From an optimization exercise on the open Yosys and OpenROAD flow, aimed at small area, a short achievable clock period and few clock cycles; shortcuts taken in it are not production practice. Only simulation tests tie the RTL to the original design; equivalence was not proved.

**flow/config.mk**
```make
export PLATFORM = sky130hd
export DESIGN_NAME = sliding_window_median_filter
export DESIGN_NICKNAME = sliding_window_median_filter
export VERILOG_FILES = /design/flow/design.v
export SDC_FILE = /design/flow/constraint.sdc
export NUM_CORES = 4
export LEC_CHECK = 0
export CAP_MARGIN = 20
export CELL_PAD_IN_SITES_DETAIL_PLACEMENT = 1
export CELL_PAD_IN_SITES_GLOBAL_PLACEMENT = 2
export CORE_MARGIN = 2
export CORE_UTILIZATION = 30
export PLACE_DENSITY = 0.4
export SLEW_MARGIN = 20
```
**flow/constraint.sdc**
```tcl
create_clock -name core_clock -period 7.2 [get_ports {clk}]
set_input_delay 1.4400 -clock core_clock [delete_from_list [all_inputs] [get_ports {clk}]]
set_output_delay 1.4400 -clock core_clock [all_outputs]
set_load 0.01 [all_outputs]
```
**flow/design.v**
```verilog
package swmf_pkg;
    localparam int MAX_WINDOW  = 31;
    localparam int SAMPLE_BITS = 32;
    localparam int CFG_BITS    = 5;
    localparam int WS_RESET    = 5;
    localparam int WIN_BITS  = $clog2(MAX_WINDOW + 1);
    localparam int IDX_BITS  = $clog2(MAX_WINDOW);
    localparam int HALF_BITS = $clog2(MAX_WINDOW / 2 + 1);
endpackage
module swmf_cell (
    input  logic                           clk,
    input  logic                           ctl_push,
    input  logic                           ctl_start,
    input  logic [swmf_pkg::SAMPLE_BITS-1:0] ctl_sample,
    input  logic [swmf_pkg::IDX_BITS-1:0]  ctl_next_age,
    input  logic [swmf_pkg::WIN_BITS-1:0]  ctl_win,
    input  logic [swmf_pkg::IDX_BITS-1:0]  idx,
    input  logic [swmf_pkg::SAMPLE_BITS-1:0] left_value,
    input  logic [swmf_pkg::IDX_BITS-1:0]  left_age,
    input  logic                           left_gt,
    input  logic [swmf_pkg::SAMPLE_BITS-1:0] right_value,
    input  logic [swmf_pkg::IDX_BITS-1:0]  right_age,
    input  logic                           right_gt,
    input  logic                           below,
    output logic [swmf_pkg::SAMPLE_BITS-1:0] ent_value,
    output logic [swmf_pkg::IDX_BITS-1:0]  ent_age,
    output logic                           ent_gt,
    output logic                           rm
);
    logic [swmf_pkg::SAMPLE_BITS-1:0] value_reg;
    logic [swmf_pkg::SAMPLE_BITS-1:0] value_next;
    logic [swmf_pkg::IDX_BITS-1:0]    age_reg;
    logic [swmf_pkg::IDX_BITS-1:0]    age_next;
    logic                             active;
    logic                             is_last;
    logic                             gt_self;
    logic                             above;
    logic                             gt_b_here;
    logic                             gt_b_left;
    logic                             take_low;
    logic                             take_high;
    always_comb
    begin
        active    = swmf_pkg::WIN_BITS'(idx) < ctl_win;
        is_last   = swmf_pkg::WIN_BITS'(idx) == (ctl_win - 1'b1);
        gt_self   = $signed(value_reg) > $signed(ctl_sample);
        rm        = active && (age_reg == ctl_next_age);
        above     = !below && !rm;
        gt_b_here = above ? gt_self : right_gt;
        gt_b_left = below ? gt_self : left_gt;
        take_low  = !is_last && !gt_b_here;
        take_high = gt_b_left;
        value_next = value_reg;
        age_next   = age_reg;
        if (ctl_push && active)
        begin
            if (ctl_start)
            begin
                value_next = ctl_sample;
                age_next   = is_last ? '0 : idx + 1'b1;
            end
            else if (take_low)
            begin
                value_next = above ? value_reg : right_value;
                age_next   = above ? age_reg : right_age;
            end
            else if (take_high)
            begin
                value_next = below ? value_reg : left_value;
                age_next   = below ? age_reg : left_age;
            end
            else
            begin
                value_next = ctl_sample;
                age_next   = ctl_next_age;
            end
        end
        ent_value = value_reg;
        ent_age   = age_reg;
        ent_gt    = gt_self;
    end
    always_ff @(posedge clk)
    begin
        value_reg <= value_next;
        age_reg   <= age_next;
    end
endmodule
module sliding_window_median_filter (
    input  logic                                 clk,
    input  logic                                 rst_n,
    input  logic                                 cfg_wr_en,
    input  logic [swmf_pkg::CFG_BITS-1:0]        cfg_wr_data,
    input  logic                                 s_axis_tvalid,
    output logic                                 s_axis_tready,
    input  logic [swmf_pkg::SAMPLE_BITS-1:0]     s_axis_tdata,   
    input  logic                                 s_axis_tuser,   
    input  logic                                 s_axis_tlast,   
    output logic                                 m_axis_tvalid,
    input  logic                                 m_axis_tready,
    output logic [swmf_pkg::SAMPLE_BITS-1:0]     m_axis_tdata,   
    output logic                                 m_axis_tlast    
);
    localparam int MW = swmf_pkg::MAX_WINDOW;
    localparam int WB = swmf_pkg::WIN_BITS;
    localparam int IB = swmf_pkg::IDX_BITS;
    localparam int HB = swmf_pkg::HALF_BITS;
    localparam int SB = swmf_pkg::SAMPLE_BITS;
    logic [swmf_pkg::CFG_BITS-1:0] win_size_reg;
    logic [WB-1:0]                 active_reg;
    logic [HB-1:0]                 half_reg;
    logic [IB-1:0]                 med_idx_reg;
    logic [IB-1:0]                 next_age_reg;
    logic [IB-1:0]                 next_age_next;
    logic [HB-1:0]                 warmup_reg;
    logic [HB-1:0]                 warmup_next;
    logic [HB-1:0]                 flush_cnt_reg;
    logic [HB-1:0]                 flush_cnt_next;
    logic [SB-1:0]                 hold_reg;
    logic                          pend_reg;
    logic                          pend_last_reg;
    logic                          out_valid_reg;
    logic [SB-1:0]                 out_data_reg;
    logic                          out_last_reg;
    logic          pend_moves;
    logic          room;
    logic          flushing;
    logic          accept;
    logic          flush_step;
    logic          push;
    logic          start;
    logic [WB-1:0] win_clamp;
    logic [WB-1:0] w_eff;
    logic [HB-1:0] half_eff;
    logic [HB-1:0] warm_eff;
    logic          final_push;
    logic          emit;
    logic          ctl_push;
    logic          ctl_start;
    logic [SB-1:0] ctl_sample;
    logic [IB-1:0] ctl_next_age;
    logic [WB-1:0] ctl_win;
    logic [SB-1:0] cell_val [MW];
    logic [IB-1:0] cell_age [MW];
    logic [MW-1:0] cell_gt;
    logic [MW-1:0] rm_vec;
    logic [MW-1:0] below_vec;
    always_comb
    begin
        if (win_size_reg == '0)
        begin
            win_clamp = WB'(1);
        end
        else if (32'(win_size_reg) > 32'(MW))
        begin
            win_clamp = WB'(MW);
        end
        else
        begin
            win_clamp = WB'(win_size_reg);
        end
        pend_moves    = pend_reg && (!out_valid_reg || m_axis_tready);
        room          = !pend_reg || pend_moves;
        flushing      = flush_cnt_reg != '0;
        s_axis_tready = room && !flushing;
        accept        = s_axis_tvalid && s_axis_tready;
        flush_step    = flushing && room;
        push          = accept || flush_step;
        start         = accept && s_axis_tuser;
        w_eff    = start ? win_clamp : active_reg;
        half_eff = start ? HB'(win_clamp >> 1) : half_reg;
        warm_eff = start ? '0 : warmup_reg;
        final_push = (accept && s_axis_tlast && (half_eff == '0))
                     || (flush_step && (flush_cnt_reg == HB'(1)));
        emit       = push && (warm_eff >= half_eff);
        if (start)
        begin
            next_age_next = (w_eff == WB'(1)) ? '0 : IB'(1);
        end
        else if ((WB + 1)'(next_age_reg) + 1'b1 >= (WB + 1)'(w_eff))
        begin
            next_age_next = '0;
        end
        else
        begin
            next_age_next = next_age_reg + 1'b1;
        end
        if (final_push)
        begin
            warmup_next = '0;
        end
        else if (warm_eff < half_eff)
        begin
            warmup_next = warm_eff + 1'b1;
        end
        else
        begin
            warmup_next = warm_eff;
        end
        if (accept && s_axis_tlast)
        begin
            flush_cnt_next = half_eff;
        end
        else if (flush_step)
        begin
            flush_cnt_next = flush_cnt_reg - 1'b1;
        end
        else
        begin
            flush_cnt_next = flush_cnt_reg;
        end
        ctl_push     = push;
        ctl_start    = start;
        ctl_sample   = accept ? s_axis_tdata : hold_reg;
        ctl_next_age = next_age_reg;
        ctl_win      = w_eff;
    end
    for (genvar i = 0; i < MW; i++)
    begin : g_cell
        logic [SB-1:0] left_value;
        logic [IB-1:0] left_age;
        logic          left_gt;
        logic [SB-1:0] right_value;
        logic [IB-1:0] right_age;
        logic          right_gt;
        if (i == 0)
        begin : g_first
            assign left_value   = '0;
            assign left_age     = '0;
            assign left_gt      = 1'b0;
            assign below_vec[i] = 1'b0;
        end
        else
        begin : g_inner
            assign left_value   = cell_val[i-1];
            assign left_age     = cell_age[i-1];
            assign left_gt      = cell_gt[i-1];
            assign below_vec[i] = |rm_vec[i-1:0];
        end
        if (i == MW - 1)
        begin : g_end
            assign right_value = '0;
            assign right_age   = '0;
            assign right_gt    = 1'b0;
        end
        else
        begin : g_mid
            assign right_value = cell_val[i+1];
            assign right_age   = cell_age[i+1];
            assign right_gt    = cell_gt[i+1];
        end
        swmf_cell u_cell (
            .clk          (clk),
            .ctl_push     (ctl_push),
            .ctl_start    (ctl_start),
            .ctl_sample   (ctl_sample),
            .ctl_next_age (ctl_next_age),
            .ctl_win      (ctl_win),
            .idx          (IB'(i)),
            .left_value   (left_value),
            .left_age     (left_age),
            .left_gt      (left_gt),
            .right_value  (right_value),
            .right_age    (right_age),
            .right_gt     (right_gt),
            .below        (below_vec[i]),
            .ent_value    (cell_val[i]),
            .ent_age      (cell_age[i]),
            .ent_gt       (cell_gt[i]),
            .rm           (rm_vec[i])
        );
    end
    always_ff @(posedge clk or negedge rst_n)
    begin
        if (!rst_n)
        begin
            win_size_reg  <= swmf_pkg::CFG_BITS'(swmf_pkg::WS_RESET);
            active_reg    <= WB'(swmf_pkg::WS_RESET);
            half_reg      <= HB'(swmf_pkg::WS_RESET / 2);
            med_idx_reg   <= IB'(swmf_pkg::WS_RESET - 1 - swmf_pkg::WS_RESET / 2);
            next_age_reg  <= '0;
            warmup_reg    <= '0;
            flush_cnt_reg <= '0;
            pend_reg      <= 1'b0;
            pend_last_reg <= 1'b0;
            out_valid_reg <= 1'b0;
        end
        else
        begin
            if (cfg_wr_en)
            begin
                win_size_reg <= cfg_wr_data;
            end
            if (start)
            begin
                active_reg  <= win_clamp;
                half_reg    <= HB'(win_clamp >> 1);
                med_idx_reg <= IB'(win_clamp - 1'b1 - (win_clamp >> 1));
            end
            if (push)
            begin
                next_age_reg <= next_age_next;
                warmup_reg   <= warmup_next;
            end
            flush_cnt_reg <= flush_cnt_next;
            if (emit)
            begin
                pend_reg      <= 1'b1;
                pend_last_reg <= final_push;
            end
            else if (pend_moves)
            begin
                pend_reg <= 1'b0;
            end
            if (pend_moves)
            begin
                out_valid_reg <= 1'b1;
            end
            else if (m_axis_tready)
            begin
                out_valid_reg <= 1'b0;
            end
        end
    end
    always_ff @(posedge clk)
    begin
        if (accept)
        begin
            hold_reg <= s_axis_tdata;
        end
        if (pend_moves)
        begin
            out_data_reg <= cell_val[med_idx_reg];
            out_last_reg <= pend_last_reg;
        end
    end
    assign m_axis_tvalid = out_valid_reg;
    assign m_axis_tdata  = out_data_reg;
    assign m_axis_tlast  = out_last_reg;
endmodule
```
**flow/run.sh**
```bash
#!/bin/bash
# synth_recipe.tcl (not shown) runs the flow's synth.tcl, then flattens the netlist and writes it again
# the make line also repeats each setting of config.mk as NAME=value (left out here)
make -C /OpenROAD-flow-scripts/flow DESIGN_CONFIG=/design/flow/config.mk WORK_HOME=/design/flow/orfs CLKGATE_MAP_FILE= SYNTH_SCRIPT=/design/flow/synth_recipe.tcl finish
```
==> flow_metrics.py <==
metrics = {
    "setup_path": {
        "slowest_stage": "a31oi_1",
        "reg2reg_depth": 22,
        "required_ns": 7.75,
        "slowest_delay_ns": 0.52,
        "crit_path_max_fanout": 32,
        "critPathKind": "in2reg",
        "regToRegEndpoint": "g_cell[6].u_cell.value_reg[3]",
        "crit_cells": 21,
        "path_buf_inv": 7,
        "cp-start-kind": "primary input",
        "r2r_start": "flush_cnt_reg[0]",
        "worstPathCellList": "clkdlybuf4s50_1 -> nor4bb_4 -> nand2_4 -> buf_12 -> mux2i_4 -> buf_12 -> buf_4 -> buf_4 -> ha_1 -> nand4_1 -> nor2_1 -> nand4_1 -> a21oi_1 -> o21bai_1 -> a31oi_1 -> buf_4 -> nand2_1 -> o311ai_2 -> mux2_2 -> a221oi_4 -> buf_12",
        "critPathCaptureType": "flip-flop",
        "arrival_ns": 7.60,
        "crit_family": "buffers and inverters",
        "reg2reg_slack_ns": 0.54,
        "crit_path_end": "g_cell[6].u_cell.value_reg[3]",
        "critPathLaunch": "s_axis_tvalid",
    },
    "yosys": {
        "seq_area_frac_synth": 0.402,
        "synthSimpleGateAreaFrac": 0.117,
        "yosys-top-cells-area": "edfxtp_1 39%, ha_1 14%, a22oi_1 5.4%",
        "synth_fa_ha_area_frac": 0.138,
        "syn_inst": 9001,
        "yosys_warnings": 4,
        "synth.largest_area_cell": "edfxtp_1",
        "synth_edf_count": 1180,
        "synth_seq_cells": 1247,
        "synth_flop_cell": "edfxtp_1",
        "synth_top_cells_by_count": "1,180 x edfxtp_1, 1,011 x ha_1, 659 x a22oi_1",
        "synth_most_common_cell": "edfxtp_1",
        "synth_compound_area_frac": 0.253,
        "synth_mux_area_frac": 0.0358,
        "yosysTopAreaCellShare": 0.385,
        "syn-cell-area_um2": 92000,
        "synth_fp_nets": 10057,
        "synth_xor_area_frac": 0.0155,
        "synth_top_family_by_area": "compound AO/OA/AOI/OAI gates",
        "async_flop_share": 0.0281,
        "avgSynthCellArea_um2": 10.2,
        "synth_cell_types": 107,
    },
    "clocking": {
        "numClockSinks": 1247,
        "htreeDepth": 4,
        "holdBufCountCts": 0,
        "clk_path_buf_depth": 4,
        "clk_latency_ns": 0.90,
        "cts_tree": "yes",
        "path_clk_slew_ns": 0.06,
        "cts_made_buffers": 178,
        "cts.root.buffer_cell": "clkbuf_16",
        "cts_resized": 0,
        "cts_setup_buffers": 0,
    },
    "sta": {
        "finClkSkew_ns": 0.0358,
        "setup_viol": 0,
        "whs_ns": 0.501,
        "tightest_slew_ns": 1.30,
        "finalHoldViolCount": 0,
        "slew_violations": 0,
        "rsz0062_at_grt": "no",
        "min_period_ns": 7.04,
        "max_freq_ghz": 0.142,
        "slew_headroom": 0.136,
        "finalWorstSetupSlack_ns": 0.157,
        "finalCritPeriodShare": 0.978,
    },
    "placement": {
        "gp_congestion": 0.987,
        "pre_cts_slack_ns": -0.532,
        "hpwl_mm": 450,
        "io_buffer_count": 78,
        "place_inst": 13445,
    },
    "route": {
        "ant_nets": 0,
        "post_drt_wl_per_cell_um": 41.9,
        "wirelength_mm": 576,
        "first_pass_iters": 9,
        "drt-initial-drc-count": 9028,
        "num_vias": 88040,
        "via_per_inst": 6.39,
        "drc": 0,
    },
    "status": {
        "outcome": "timing/DRC/antenna clean",
    },
    "job": {
        "drv_cap": 0,
    },
    "die": {
        "io_pins": 79,
        "dieWidth_um": 558,
        "num_rows": 203,
        "start_util": 0.301,
        "core-area_um2": 305000,
        "dieHeight_um": 558,
        "dieArea_um2": 311000,
    },
    "global_routing": {
        "grt_overflow": 0,
        "grt_pass1_wl_mm": 786,
        "grt_max_degree": 175,
        "antenna_found_initial": 18,
        "grt_pass1_vias": 89404,
        "track_usage": 0.363,
    },
    "cells_and_area": {
        "nets": 10581,
        "layout.cells.non_filler": 13774,
        "drive_gt1_frac": 0.160,
        "largest_register_ffs": 992,
        "areaGrowthSynthToFinish_pct": 21.6,
    },
    "worst_hold_path": {
        "hold_path_class": "reg2reg",
        "hold_path_depth": 0,
    },
}
metal layers:
metal / part of all wire / vias up / global-route usage
li1: - / 37737 / -
met1: 0.41 / 45698 / 0.457
met2: 0.44 / 3547 / 0.563
met3: 0.057 / 1054 / 0.0451
met4: 0.094 / 4 / 0.285
met5: 0.000052 / - / 0
kinds of logic after synthesis:
kind of cell / count (synthesis)
AOI/OAI and AO/OA: 3191
xor gates and xnor gates: 163
adders and majority gates: 1012
buffers and inverters: 901
DFF: 1247
muxes: 323
and+or+nand+nor: 2164
placed cells by master (no fill, tap or decap), drive strengths merged, types with 37 or more instances in the layout:
master,n
nand4,246
edfxtp,1180
a221o,75
and3,40
or3,45
o21a,58
a22o,125
nand2,580
nor3,128
nor2b,102
mux2i,293
nand3,494
buf,992
nor4,37
a22oi,659
clkbuf,233
a31oi,37
a222oi,61
o21ai,382
clkdlybuf4s50,77
nor2,350
xor2,80
o22ai,406
a211oi,75
inv,178
clkinv,71
xnor2,83
ha,1011
o211ai,79
a21oi,310
o221a,65
a21o,212
o221ai,267
a221oi,146
cell type report:
type | count | area (um2)
tap | 4100 | 5130
timing repair buffer | 1069 | 10600
inverter | 176 | 664
antenna | 13 | 32.5
sequential | 1247 | 37000
clock buffer | 233 | 4830
fill | 33595 | 193000
clock inverter | 83 | 594
multi-input combinational | 6853 | 53000
worst min path at each step:
stage                       start      endpoint  slack, ns
detailed placement  pend_last_reg  out_last_reg       0.50
finish              pend_last_reg  out_last_reg       0.50
CTS                 pend_last_reg  out_last_reg       0.52
floorplan           pend_last_reg  out_last_reg       0.42
global route        pend_last_reg  out_last_reg       0.52
global placement    pend_last_reg  out_last_reg       0.50
stage by stage:
step	cell area, um2	TNS, ns	util
2_1_floorplan	92400	0	-
3_3_place_gp	106000	-123.20	0.348
3_5_place_dp	106000	-179.78	0.348
4_1_cts	112000	0	0.366
5_1_grt	112000	0	0.366
6_report	112000	0	0.366
Testbench counts, summed over its fixed seeds: cycles 9,913.

## re-timing with driven ports
In the flow no input, the clock included, has a driving cell. The finished layout below was timed again as built, in two steps.
Step 1 assumes that a clkbuf_16 drives the clock port and a buf_2 every other input.
Step 2 also shifts input and output timing later by t, the mid clock arrival at the registers, as if the neighbouring blocks saw the same clock.
Slacks: ideal ports / drivers / drivers and shift; pairs: ideal ports / drivers.
shift t [ns]: 0.986
setup slack, ns: 0.157 / 0.237 / -0.749
worst setup path at the end: input to register
worst register clock-pin slew, ns: 0.06 / 0.06
worst slew at a driven data input, ns: 0.05
Met with ideal ports but missed after step 2: setup timing in this run. For this run, drivers alone change the setup slack by +0.080 ns; drivers and shift together by -0.906 ns.
